Context: an optimization exercise on an open-source flow, tuned for small area, a short achievable clock period and few clock cycles per item. The choices shown serve that exercise and are no tape-out recipe. At most, simulation tests tie the RTL to the original design; equivalence was not proved.

// line_follow_pid_drive_core
module line_follow_pid_drive_core (
    input  logic                                 clk,
    input  logic                                 rst_n,
    input  logic                                 cfg_we,
    input  logic [lfpd_pkg::CFG_IDX_W-1:0]       cfg_index,
    input  logic [lfpd_pkg::CFG_DATA_W-1:0]      cfg_data,
    input  logic                                 in_valid,
    output logic                                 in_ready,
    input  logic [lfpd_pkg::SENSOR_W-1:0]        in_sensor_bits,
    input  logic                                 in_read_failed,
    input  logic signed [lfpd_pkg::DELTA_W-1:0]  in_left_delta,
    input  logic signed [lfpd_pkg::DELTA_W-1:0]  in_right_delta,
    output logic                                 out_valid,
    input  logic                                 out_ready,
    output logic signed [lfpd_pkg::DRIVE_W-1:0]  out_left_drive,
    output logic signed [lfpd_pkg::DRIVE_W-1:0]  out_right_drive,
    output logic                                 out_motor_stop,
    output logic [1:0]                           out_line_status,
    output logic                                 out_run_finished,
    output logic                                 out_alert_on,
    output logic                                 out_notify_stop,
    output logic signed [lfpd_pkg::ERR_W-1:0]    out_line_error
);
Settings: LEC_CHECK=0, CAP_MARGIN=20, CORE_MARGIN=2, CORE_UTILIZATION=40, SLEW_MARGIN=20; clock period 12.0 ns.
run.sh (not shown) runs the stock make flow with config.mk's settings and CLKGATE_MAP_FILE= SYNTH_SCRIPT=/design/flow/synth_recipe.tcl, a recipe that flattens the netlist after the stock synthesis.
Testbench counts at the start, summed over its fixed seeds: cycles 3,530, items 3,482.
Then changed:
--- a/flow/design.v
+++ b/flow/design.v
@@ -816,23 +816,23 @@
         t      = (28'(p) <<< 11) + (28'(p) <<< 9) + (28'(p) <<< 8) + (28'(p) <<< 5)
                + (28'(p) <<< 4) + (28'(p) <<< 1) + 28'(p) + (28'(qi) <<< 12);
         s.vneg = v[15];
         s.r7   = 6'(v[5:0] * 6'd7);
         s.s70  = med && !far;
         s.add1 = med && far && v[15] && v[0];
         if (!med)
             s.sel = v;
         else if (far)
             s.sel = v >>> 1;
         else
-            s.sel = 16'(signed'(t[12 +: 14]));
+            s.sel = 16'($signed(t[12 +: 14]));
         scale_step = s;
     endfunction
     logic               vf;
     logic               norm_f;
     logic [1:0]         status_f;
     logic signed [6:0]  err_f;
     logic               fin_f;
     logic               notify_f;
     logic               alert_f;
     scaled_t            ls_f;
     scaled_t            rs_f;
Fmax does not change.
Design area stays the same.
Routed wire length is unchanged.
Cell count is unchanged.
Count of clock-buffer cells in the layout does not change.
Via count does not change.
Setup slack is unchanged.
Sequential share of layout area does not change.
First-iteration DRC count is unchanged.
Global-route usage stays the same.
Critical path depth is unchanged.
Only the layout flow was run in the second run of this note; the RTL was not checked for function there.

========
Setup of run D:
Another version of the RTL of line_follow_pid_drive_core (not shown whole).
For scale: ~5,300 cells after synthesis, about 440 flip-flops, about 100 I/O pins, ~0.045 mm² of cells after synthesis.
export LEC_CHECK = 0
export ABC_AREA = 1
export CAP_MARGIN = 20
export CORE_MARGIN = 2
export CORE_UTILIZATION = 55
export SLEW_MARGIN = 20
create_clock -name core_clock -period 12.0 [get_ports {clk}]
standard.sh (not shown) runs the stock make flow with config.mk's settings and CLKGATE_MAP_FILE= SYNTH_SCRIPT=/design/flow/synth_recipe.tcl, a recipe that flattens the netlist after the stock synthesis.
==> flow/flow/run.sh <==
#!/bin/bash
set -e
export SETUP_SLACK_MARGIN=6.5
bash standard.sh > standard.log 2>&1
> inputs changed (run D -> run B)
diff --git a/flow/design.v b/flow/design.v
--- a/flow/design.v
+++ b/flow/design.v
@@ -1001,23 +1001,32 @@
             rs_f     <= scale_step(rp_e, -iqs_e, qir_e, med_e, far_e);
         end
     end
     function automatic logic signed [15:0] finish(input scaled_t s);
         logic [7:0]         r;
         logic signed [4:0]  adj_n;
         logic signed [4:0]  adj_p;
         logic signed [4:0]  adj;
+        logic signed [6:0]  lo;
+        logic [10:0]        hi;
         r = s.r7 - 8'(s.sel[7:0] * 8'd10);
         {adj_n, adj_p} = rem_adj(r);
         if (!s.s70)
             adj = {4'b0000, s.add1};
         else
             adj = s.vneg ? adj_n : adj_p;
-        finish = s.sel + 16'(adj);
+        lo = signed'({2'b00, s.sel[4:0]}) + 7'(adj);
+        if (lo[6])
+            hi = s.sel[15:5] - 11'd1;
+        else if (lo[5])
+            hi = s.sel[15:5] + 11'd1;
+        else
+            hi = s.sel[15:5];
+        finish = {hi, lo[4:0]};
     endfunction
     function automatic logic signed [12:0] limit(input logic signed [15:0] sv);
         logic signed [12:0] c;
         if (sv > 16'sd1999)
             c = 13'sd1999;
         else if (sv < -16'sd1999)
             c = -13'sd1999;
         else if (sv > 16'sd0 && sv < 16'sd100)
==> comparison <==
Run D -> run B: number of antenna violations at the first check in global routing delta 0, exact match. Compared with run D, run B shows a setup clock skew after layout that is 0.0030 ns higher. Count of clock-buffer cells in the layout in run B is 4 above run D. Final design utilization delta (run B -> run D): insignificant. Effective utilization at floorplan essentially unchanged between run D and run B. Compared with run D, in run B number of filler cells placed in the layout fell 115; global-route wire length before repair has decreased; die footprint held steady; worst setup margin now larger. Going from run D to run B, non-clock buffer count higher; routed wire length down 2.3 mm. Timing endpoint of the critical path: out_left_reg[15]$_SDFFCE_PN0N_ -> run D, in_ready -> run B.
Testbench counts of run B, summed over its fixed seeds: cycles 3,530, items 3,482.
No functional check of the RTL was part of run D.

========
line_follow_pid_drive_core, a different RTL version from the one above (not shown whole).
Size: roughly 5400 cells after synthesis, ~440 flip-flops, about 100 I/O pins, about 46000 µm² of cells after synthesis.
==> flow/config.mk <==
export PLATFORM = sky130hd
export DESIGN_NAME = line_follow_pid_drive_core
export DESIGN_NICKNAME = line_follow_pid_drive_core
export VERILOG_FILES = /design/flow/design.v
export SDC_FILE = /design/flow/constraint.sdc
export NUM_CORES = 4
export LEC_CHECK = 0
export ABC_AREA = 1
export CAP_MARGIN = 20
export CORE_MARGIN = 2
export CORE_UTILIZATION = 40
export SLEW_MARGIN = 20
==> flow/constraint.sdc <==
create_clock -name core_clock -period 12.0 [get_ports {clk}]
set_input_delay 2.4000 -clock core_clock [delete_from_list [all_inputs] [get_ports {clk}]]
set_output_delay 2.4000 -clock core_clock [all_outputs]
set_load 0.01 [all_outputs]
==> flow/flow/run.sh <==
#!/bin/bash
set -e
export SETUP_SLACK_MARGIN=7.2
bash standard.sh > standard.log 2>&1
Testbench counts at the start, summed over its fixed seeds: cycles 3,530, items 3,482.
Rerun with:
--- a/flow/design.v
+++ b/flow/design.v
@@ -441,147 +441,133 @@
             6'd59: v = {7'h56, 7'h29};
             6'd60: v = {7'h56, 7'h29};
             6'd61: v = {7'h55, 7'h2a};
             6'd62: v = {7'h54, 7'h2b};
             6'd63: v = {7'h53, 7'h2c};
             default: v = 14'd0;
         endcase
         iq_scale = v;
     endfunction
-    logic        cfg_we_0;
-    logic [2:0]  cfg_index_0;
-    logic [11:0] cfg_data_0;
     logic        cfg_we_r;
     logic [2:0]  cfg_index_r;
     logic [10:0] cfg_val_r;     
     logic [7:0]  cfg_q5_r;      
     logic        cfg_big;
     logic [9:0]  cfg_gain;
     logic [17:0] cfg_g205;
-    assign cfg_big  = (cfg_data_0[9:0] > 10'd999);
-    assign cfg_gain = cfg_big ? 10'd999 : cfg_data_0[9:0];
-    assign cfg_g205 = 18'(cfg_data_0[9:0]) * 18'd205;     
+    assign cfg_big  = (cfg_data[9:0] > 10'd999);
+    assign cfg_gain = cfg_big ? 10'd999 : cfg_data[9:0];
+    assign cfg_g205 = 18'(cfg_data[9:0]) * 18'd205;     
     always_ff @(posedge clk or negedge rst_n)
     begin
         if (!rst_n)
-        begin
-            cfg_we_0 <= 1'b0;
             cfg_we_r <= 1'b0;
-        end
         else
-        begin
-            cfg_we_0 <= cfg_we;
-            cfg_we_r <= cfg_we_0;
-        end
+            cfg_we_r <= cfg_we;
     end
     always_ff @(posedge clk)
     begin
-        cfg_index_0 <= cfg_index;
-        cfg_data_0  <= cfg_data;
-        cfg_index_r <= cfg_index_0;
+        cfg_index_r <= cfg_index;
         cfg_q5_r    <= cfg_big ? 8'd199 : cfg_g205[10 +: 8];
-        if (cfg_index_0 == 3'd0)
-            cfg_val_r <= (cfg_data_0 > 12'd1999) ? 11'd1999 : cfg_data_0[10:0];
+        if (cfg_index == 3'd0)
+            cfg_val_r <= (cfg_data > 12'd1999) ? 11'd1999 : cfg_data[10:0];
         else
             cfg_val_r <= {1'b0, cfg_gain};
     end
     logic [10:0] base_reg;
     logic [15:0] fp_reg;    
     logic [9:0]  gi_reg;
     logic [16:0] fd_reg;    
     logic        two_lap_reg;
     logic [2:0]  g_r5;      
     logic [15:0] g_s;       
     assign g_r5 = 3'(cfg_val_r[2:0] - 3'(cfg_q5_r[2:0] * 3'd5));
     assign g_s  = 16'(cfg_val_r[9:0]) * 16'd51 + 16'(cfg_q5_r);
     always_ff @(posedge clk or negedge rst_n)
     begin
         if (!rst_n)
-            two_lap_reg <= 1'b0;
-        else if (cfg_we_0 && cfg_index_0 == 3'd4)
-            two_lap_reg <= cfg_data_0[0];
-    end
-    always_ff @(posedge clk or negedge rst_n)
-    begin
-        if (!rst_n)
         begin
             base_reg    <= 11'd700;
             fp_reg      <= 16'd3073;
             gi_reg      <= 10'd3;
             fd_reg      <= 17'd4097;
+            two_lap_reg <= 1'b0;
         end
         else if (cfg_we_r)
         begin
             case (cfg_index_r)
                 3'd0: base_reg    <= cfg_val_r;
                 3'd1: fp_reg      <= g_s + 16'd1;
                 3'd2: gi_reg      <= cfg_val_r[9:0];
                 3'd3: fd_reg      <= {g_s, 1'b1} + 17'(g_r5 >= 3'd3);
+                3'd4: two_lap_reg <= cfg_val_r[0];
                 default: ;
             endcase
         end
     end
     logic out_valid_reg;
     logic adv;
     assign adv      = !out_valid_reg || out_ready;
     assign in_ready = adv;
     logic               va;
-    logic               white_a;
-    logic signed [6:0]  calc_a;
+    logic [7:0]         bits_a;
     logic               fail_a;
     logic [16:0]        dsum_a;
     logic dl_neg;
     logic dr_neg;
     assign dl_neg = in_left_delta[15];
     assign dr_neg = in_right_delta[15];
     always_ff @(posedge clk or negedge rst_n)
     begin
         if (!rst_n)
             va <= 1'b0;
         else if (adv)
             va <= in_valid;
     end
     always_ff @(posedge clk)
     begin
         if (adv)
         begin
-            white_a <= (in_sensor_bits == 8'hFF);
-            calc_a  <= sensor_avg(in_sensor_bits);
+            bits_a <= in_sensor_bits;
             fail_a <= in_read_failed;
             dsum_a <= 17'(16'(in_left_delta) ^ {16{dl_neg}}) + 17'(16'(in_right_delta) ^ {16{dr_neg}})
                     + 17'(dl_neg) + 17'(dr_neg);
         end
     end
     logic signed [6:0]  h_reg;
     logic signed [9:0]  integ_reg;
     logic [6:0]         lost_reg;
     logic [17:0]        dist_reg;
     logic               started_reg;
     logic               done_reg;
     logic [7:0]         acnt_reg;
     logic               halted_reg;
+    logic               white_a;
+    logic signed [6:0]  calc_a;
     logic [6:0]         lost_inc;
     logic               long_loss;
     logic               status_short;
     logic [1:0]         status_n;
     logic signed [6:0]  err_n;
     logic [18:0]        dist_sum;
     logic [17:0]        dist_next;
     logic               lap1;
     logic               target_hit;
     logic               started_next;
     logic               done_next;
     logic [7:0]         acnt_next;
     logic [7:0]         acnt_inc;
     logic signed [10:0] integ_sum;
     logic signed [9:0]  integ_next;
     always_comb
     begin
+        white_a      = (bits_a == 8'hFF);
+        calc_a       = sensor_avg(bits_a);
         lost_inc     = lost_reg + 7'd1;
         long_loss    = white_a && (lost_inc >= 7'd120);
         status_short = (lost_inc < 7'd30);
         status_n     = !white_a ? 2'd0 : (status_short ? 2'd1 : 2'd2);
         err_n        = (white_a && status_short) ? h_reg : calc_a;
         dist_sum   = 19'(dist_reg) + 19'(dsum_a);
         dist_next  = (dist_sum > 19'd172000) ? 18'd172000 : dist_sum[17:0];
         lap1       = (dist_next >= 18'd43000);
         target_hit = two_lap_reg ? (dist_next >= 18'd86000) : lap1;
=> The changed run completed without violations. Design area increases by 1.8%. Non-clock buffer count increases by 60. Hold slack gets better by 0.023 ns. Global-route usage stays flat. Routed wire length decreases by 1.2%. Count of clock-buffer cells in the layout decreases by 12. Register-to-register slack gets worse by 0.19 ns.
Testbench counts after the change, summed over its fixed seeds: cycles 3,530, items 3,482.

## afterwards: timing with drivers on the ports
Ports are ideal in the flow. The routed layouts listed here were re-timed in OpenROAD. Step 1, drivers: a clkbuf_16 drives clk and a buf_2 each remaining input, both assumed. Step 2 times the ports against the registers' clock, not the clock port: input delays grow and output delays shrink by t, the midpoint of the rising clock arrivals with the driver on. Slacks: no drivers / after step 1 / after step 2; pairs: no drivers / after step 1.
run	t (ns)	setup WS [ns]	worst register clock-pin slew, ns	worst data-port slew with drivers (ns)	pins driven straight from the clock port
the first run of note 1	0.712	5.277 / 5.255 / 4.999	0.07 / 0.07	0.05	1
the second run of note 1	0.712	5.277 / 5.255 / 4.999	0.07 / 0.07	0.05	1
run D	0.668	6.480 / 6.480 / 6.059	0.07 / 0.07	0.06	1
run B	0.674	6.544 / 6.522 / 6.141	0.06 / 0.06	0.04	1
the first run of note 3	0.709	6.656 / 6.621 / 6.621	0.07 / 0.07	0.07	1
the second run of note 3	0.734	6.226 / 6.273 / 5.540	0.07 / 0.07	0.07	1
After both steps setup and hold are still met in every run listed. For the second run of note 3, which loses most, drivers alone change the setup slack by +0.047 ns; drivers and shift together by -0.686 ns.
